Background: an optimization exercise with open tools, aiming at a short achievable clock period and few clock cycles. Do not read the settings as production practice. Function was checked by simulation only, so behaviour that the tests miss may differ from the original. The flow treats the clock pin as an ideal source, which a real chip does not have.

==> flow/design.v <==
`timescale 1ns / 1ps
`default_nettype none
package ille_pkg;
    localparam int CAPACITY = 64;
    localparam int DATA_W   = 32;
    localparam int SLOT_W   = $clog2(CAPACITY);
    localparam int CNT_W    = $clog2(CAPACITY + 1);
    typedef enum logic [1:0] {
        OP_READ     = 2'd0,
        OP_INS_HEAD = 2'd1,
        OP_INS_TAIL = 2'd2,
        OP_REMOVE   = 2'd3
    } op_t;
    localparam logic [1:0] ST_OK        = 2'd0;
    localparam logic [1:0] ST_BAD_INDEX = 2'd1;
    localparam logic [1:0] ST_FULL      = 2'd2;
    typedef struct packed {
        op_t                opcode;
        logic [15:0]        index;
        logic signed [31:0] value;
    } req_t;
    typedef struct packed {
        logic [1:0]         status;
        logic signed [31:0] read_value;
        logic [6:0]         list_count;
    } rsp_t;
    typedef struct packed {
        logic              en;
        logic [SLOT_W-1:0] addr;
        logic [SLOT_W-1:0] data;
    } link_wr_t;
endpackage
`default_nettype wire
`timescale 1ns / 1ps
`default_nettype none
module ille_ram #(
    parameter int DEPTH = 64,
    parameter int WIDTH = 32
) (
    input  wire logic                     clk,
    input  wire logic                     we,
    input  wire logic [$clog2(DEPTH)-1:0] waddr,
    input  wire logic [WIDTH-1:0]         wdata,
    input  wire logic [$clog2(DEPTH)-1:0] raddr,
    output logic      [WIDTH-1:0]         rdata
);
    logic [WIDTH-1:0] mem [DEPTH];
    always_ff @(posedge clk)
    begin
        if (we)
        begin
            mem[waddr] <= wdata;
        end
        rdata <= mem[raddr];
    end
endmodule
`default_nettype wire
`timescale 1ns / 1ps
`default_nettype none
module ille_link_mem (
    input  wire logic                     clk,
    input  wire logic                     rst_n,
    input  wire ille_pkg::link_wr_t       wr,
    input  wire logic [ille_pkg::SLOT_W-1:0] raddr,
    output logic      [ille_pkg::SLOT_W-1:0] rdata
);
    logic [ille_pkg::SLOT_W-1:0]   mem [ille_pkg::CAPACITY];
    logic [ille_pkg::CAPACITY-1:0] valid_reg;
    logic [ille_pkg::SLOT_W-1:0]   ram_q;
    logic [ille_pkg::SLOT_W-1:0]   addr_q;
    logic                valid_q;
    logic [ille_pkg::SLOT_W-1:0]   chain_next;
    always_ff @(posedge clk)
    begin
        if (wr.en)
        begin
            mem[wr.addr] <= wr.data;
        end
        ram_q  <= mem[raddr];
        addr_q <= raddr;
    end
    always_ff @(posedge clk or negedge rst_n)
    begin
        if (!rst_n)
        begin
            valid_reg <= '0;
            valid_q   <= 1'b0;
        end
        else
        begin
            if (wr.en)
            begin
                valid_reg[wr.addr] <= 1'b1;
            end
            valid_q <= valid_reg[raddr];
        end
    end
    assign chain_next = (addr_q == ille_pkg::SLOT_W'(ille_pkg::CAPACITY - 1)) ? '0 : addr_q + ille_pkg::SLOT_W'(1);
    assign rdata      = valid_q ? ram_q : chain_next;
endmodule
`default_nettype wire
`timescale 1ns / 1ps
`default_nettype none
module indexed_linked_list_engine (
    input  wire logic        clk,
    input  wire logic        rst_n,
    input  wire logic        req_valid,
    output logic             req_ready,
    input  wire logic [1:0]  req_opcode,
    input  wire logic [15:0] req_index,
    input  wire logic [31:0] req_value,
    output logic             rsp_valid,
    input  wire logic        rsp_ready,
    output logic [1:0]       rsp_status,
    output logic [31:0]      rsp_read_value,
    output logic [6:0]       rsp_list_count
);
    localparam int CAP  = ille_pkg::CAPACITY;
    localparam int DW   = ille_pkg::DATA_W;
    localparam int CW   = ille_pkg::CNT_W;
    localparam int QD   = 4;                  
    localparam int RW   = 2 + DW + CW;        
    logic            ready_q;
    logic            accept;
    logic            idx_small;
    logic [5:0]      idx6;
    logic            b_valid;
    logic            b_rd, b_insh, b_inst, b_rem;
    logic [CAP-1:0]  b_oh;        
    logic [CAP-1:0]  b_ge;        
    logic [DW-1:0]   b_val;
    logic [CAP-1:0]  oh_in;
    logic [CAP-1:0]  ge_in;
    assign accept    = req_valid && ready_q;
    assign idx_small = (req_index[15:6] == 10'd0);
    assign idx6      = req_index[5:0];
    always_comb
    begin
        for (int k = 0; k < CAP; k++)
        begin
            oh_in[k] = idx_small && (idx6 == 6'(k));
            ge_in[k] = idx_small && (6'(k) >= idx6);
        end
    end
    always_ff @(posedge clk or negedge rst_n)
    begin
        if (!rst_n)
        begin
            b_valid <= 1'b0;
            b_rd    <= 1'b0;
            b_insh  <= 1'b0;
            b_inst  <= 1'b0;
            b_rem   <= 1'b0;
            b_ge    <= '0;
        end
        else
        begin
            b_valid <= accept;
            b_rd    <= accept && (req_opcode == 2'd0);
            b_insh  <= accept && (req_opcode == 2'd1);
            b_inst  <= accept && (req_opcode == 2'd2);
            b_rem   <= accept && (req_opcode == 2'd3);
            b_ge    <= (accept && (req_opcode == 2'd3)) ? ge_in : '0;
        end
    end
    always_ff @(posedge clk)
    begin
        b_oh  <= oh_in;
        b_val <= req_value;
    end
    logic [CAP-1:0][DW-1:0] arr_q;
    logic [CAP-1:0]         t_q;      
    logic [CW-1:0]          n_q;
    logic                   full;
    logic                   in_range;
    logic                   inc, dec;
    logic                   shd;
    logic [CAP-1:0]         t_lo;     
    logic [CAP-1:0]         t_hi;     
    logic [CAP-1:0]         wt;       
    logic [DW-1:0]          rd_word;
    logic [CW-1:0]          n_next;
    assign full     = t_q[CAP-1];
    assign in_range = |(b_oh & t_q);
    assign inc      = (b_insh || b_inst) && !full;
    assign dec      = b_rem && in_range;
    assign shd      = b_insh && !full;
    assign t_lo     = {t_q[CAP-2:0], 1'b1};
    assign t_hi     = {1'b0, t_q[CAP-1:1]};
    assign wt       = {CAP{b_inst}} & t_lo & ~t_q;
    always_comb
    begin
        rd_word = '0;
        for (int k = 0; k < CAP; k++)
        begin
            rd_word = rd_word | (arr_q[k] & {DW{b_oh[k]}});
        end
    end
    always_comb
    begin
        if (inc)
            n_next = n_q + CW'(1);
        else if (dec)
            n_next = n_q - CW'(1);
        else
            n_next = n_q;
    end
    always_ff @(posedge clk)
    begin
        for (int k = 0; k < CAP; k++)
        begin
            if (shd)
                arr_q[k] <= (k == 0) ? b_val : arr_q[(k == 0) ? 0 : k - 1];
            else if (wt[k])
                arr_q[k] <= b_val;
            else if (b_ge[k])
                arr_q[k] <= arr_q[(k == CAP - 1) ? k : k + 1];
        end
    end
    always_ff @(posedge clk or negedge rst_n)
    begin
        if (!rst_n)
        begin
            t_q <= '0;
            n_q <= '0;
        end
        else
        begin
            if (inc)
                t_q <= t_lo;
            else if (dec)
                t_q <= t_hi;
            n_q <= n_next;
        end
    end
    logic            c_valid;
    logic [1:0]      c_status;
    logic [DW-1:0]   c_rval;
    logic [CW-1:0]   c_count;
    always_ff @(posedge clk or negedge rst_n)
    begin
        if (!rst_n)
            c_valid <= 1'b0;
        else
            c_valid <= b_valid;
    end
    always_ff @(posedge clk)
    begin
        if (b_rd || b_rem)
            c_status <= in_range ? ille_pkg::ST_OK : ille_pkg::ST_BAD_INDEX;
        else
            c_status <= full ? ille_pkg::ST_FULL : ille_pkg::ST_OK;
        if (b_rd)
            c_rval <= in_range ? rd_word : '1;
        else
            c_rval <= '0;
        c_count <= n_next;
    end
    logic [QD-1:0][RW-1:0] q_data;
    logic [QD-1:0]         q_v;
    logic [QD-1:0][RW-1:0] s_data;
    logic [QD-1:0]         s_v;
    logic [QD-1:0]         q_ins;
    logic                  take;
    logic [2:0]            occ_q;
    logic [2:0]            occ_next;
    assign take = q_v[0] && rsp_ready;
    always_comb
    begin
        for (int k = 0; k < QD; k++)
        begin
            if (take)
            begin
                s_v[k]    = (k == QD - 1) ? 1'b0 : q_v[(k == QD - 1) ? k : k + 1];
                s_data[k] = q_data[(k == QD - 1) ? k : k + 1];
            end
            else
            begin
                s_v[k]    = q_v[k];
                s_data[k] = q_data[k];
            end
        end
        for (int k = 0; k < QD; k++)
        begin
            q_ins[k] = c_valid && !s_v[k] && ((k == 0) ? 1'b1 : s_v[(k == 0) ? 0 : k - 1]);
        end
    end
    always_ff @(posedge clk)
    begin
        for (int k = 0; k < QD; k++)
        begin
            q_data[k] <= q_ins[k] ? {c_status, c_rval, c_count} : s_data[k];
        end
    end
    always_comb
    begin
        occ_next = occ_q;
        if (accept && !take)
            occ_next = occ_q + 3'd1;
        else if (!accept && take)
            occ_next = occ_q - 3'd1;
    end
    always_ff @(posedge clk or negedge rst_n)
    begin
        if (!rst_n)
        begin
            q_v     <= '0;
            occ_q   <= '0;
            ready_q <= 1'b1;
        end
        else
        begin
            q_v     <= s_v | q_ins;
            occ_q   <= occ_next;
            ready_q <= (occ_next < 3'(QD));
        end
    end
    assign req_ready      = ready_q;
    assign rsp_valid      = q_v[0];
    assign rsp_status     = q_data[0][RW-1 -: 2];
    assign rsp_read_value = q_data[0][CW +: DW];
    assign rsp_list_count = q_data[0][CW-1:0];
endmodule
`default_nettype wire
Settings: LEC_CHECK=0, ABC_CLOCK_PERIOD_IN_PS=2000, CAP_MARGIN=20, CORE_MARGIN=2, CORE_UTILIZATION=35, PLACE_DENSITY=0.55, SETUP_SLACK_MARGIN=4.4, SLEW_MARGIN=20, TNS_END_PERCENT=100; clock period 6.5 ns.
run.sh (not shown) runs the stock make flow with config.mk's settings and CLKGATE_MAP_FILE= SYNTH_SCRIPT=/design/flow/synth_recipe.tcl, a recipe that flattens the netlist after the stock synthesis.
The first run failed in global routing (5_1_grt).
Testbench counts at the start, summed over its fixed seeds: cycles 12,024.
Change:
- ABC_CLOCK_PERIOD_IN_PS: 2000 -> default
- SETUP_SLACK_MARGIN: 4.4 -> default
- TNS_END_PERCENT: 100 -> default
After rerunning: With this change the flow produced a layout that fails on antenna rules, capacitance limit, slew limit; synthesized cell count does not change; synthesized area stays the same.


Another version of the RTL of indexed_linked_list_engine (not shown whole).
Size in the first run: roughly 3300 flip-flops, about 97 I/O pins, ~0.13 mm2 of cells after synthesis.
export LEC_CHECK = 0
export ABC_CLOCK_PERIOD_IN_PS = 2000
export CAP_MARGIN = 20
export CORE_MARGIN = 2
export CORE_UTILIZATION = 70
export PLACE_DENSITY = 0.78
export SETUP_SLACK_MARGIN = 4.3
export SLEW_MARGIN = 20
export TNS_END_PERCENT = 100
create_clock -name core_clock -period 6.5 [get_ports {clk}]
standard.sh (not shown) runs the stock make flow with config.mk's settings and CLKGATE_MAP_FILE= SYNTH_SCRIPT=/design/flow/synth_recipe.tcl, a recipe that flattens the netlist after the stock synthesis.
==> flow/flow/run.sh <==
#!/bin/bash
# Own layout flow: the standard flow (standard.sh, unchanged synthesis), with
#  - port buffers that start as buf_8 rather than the smallest buffer, and a resizer free to pick
#    any buffer size (not only the same footprint);
#  - the clock tree's top level rebuilt after TritonCTS (flow/clock_root.tcl): the clock port
#    drives four quadrant buffers directly instead of one root buffer.
# make's output goes to flow_make.log; each ORFS step's own log is under orfs/logs.
set -euo pipefail
here="$(cd "$(dirname "${BASH_SOURCE[0]}")" && pwd)"
export BUFFER_PORTS_ARGS="-buffer_cell sky130_fd_sc_hd__buf_8"
export CTS_ARGS="-sink_clustering_enable -repair_clock_nets -buf_list sky130_fd_sc_hd__clkbuf_16"
export PRE_CTS_TCL="$here/pre_cts.tcl"
bash standard.sh MATCH_CELL_FOOTPRINT=0 ${LOCAL_TARGETS:-finish} > flow_make.log 2>&1
Other scripts of this flow, unchanged in this note and not shown: flow/flow/clock_root.tcl, flow/flow/pre_cts.tcl
The baseline ran to the end with no violations.
Testbench counts at the start, summed over its fixed seeds: cycles 12,040.
==> next run, changes <==
CORE_UTILIZATION = 60   (was 70)
PLACE_DENSITY = 0.7   (was 0.78)
SETUP_SLACK_MARGIN = 4.2   (was 4.3)
The changed run finished clean.
Cell count goes up by 3.6%.
Sequential share of layout area goes up by 0.55 points.
Routed wire length decreases by 2.5%.
Die area went up by 17%.
Register-to-register slack improved by 0.11 ns.
Global-route usage shrinks by 7.3 points.
Count of clock-buffer cells in the layout increases by 17.
Synthesized cell count stays the same.

[static timing again, ports no longer ideal]
How much do the figures lean on ideal ports? The routed layouts below were timed once more, with nothing changed but the port constraints.
Step 1 assumes that a clkbuf_16 drives the clock port and a buf_2 every other input.
Step 2 moves the port delays by t, midway between the first and last clock arrival at a register: inputs arrive t later, outputs are due t later. That takes back most of the time a late clock gives input paths.
Three values: ideal ports, drivers, drivers and shift; two values: the first two.
| run | t, ns | slack for setup (ns) | worst register clock-pin slew, ns | pins driven straight from the clock port |
|---|---|---|---|---|
| the second run of note 1 | 1.111 | 2.288 / 2.288 / 1.818 | 0.07 / 0.07 | 1 |
| the first run of note 2 | 0.869 | 3.906 / 3.793 / 3.581 | 0.08 / 0.08 | 4 |
| the second run of note 2 | 0.837 | 4.016 / 3.813 / 3.446 | 0.07 / 0.07 | 4 |
The setup slack of the second run of note 2, which loses most, moves by -0.203 ns with the drivers and by -0.570 ns with both steps.
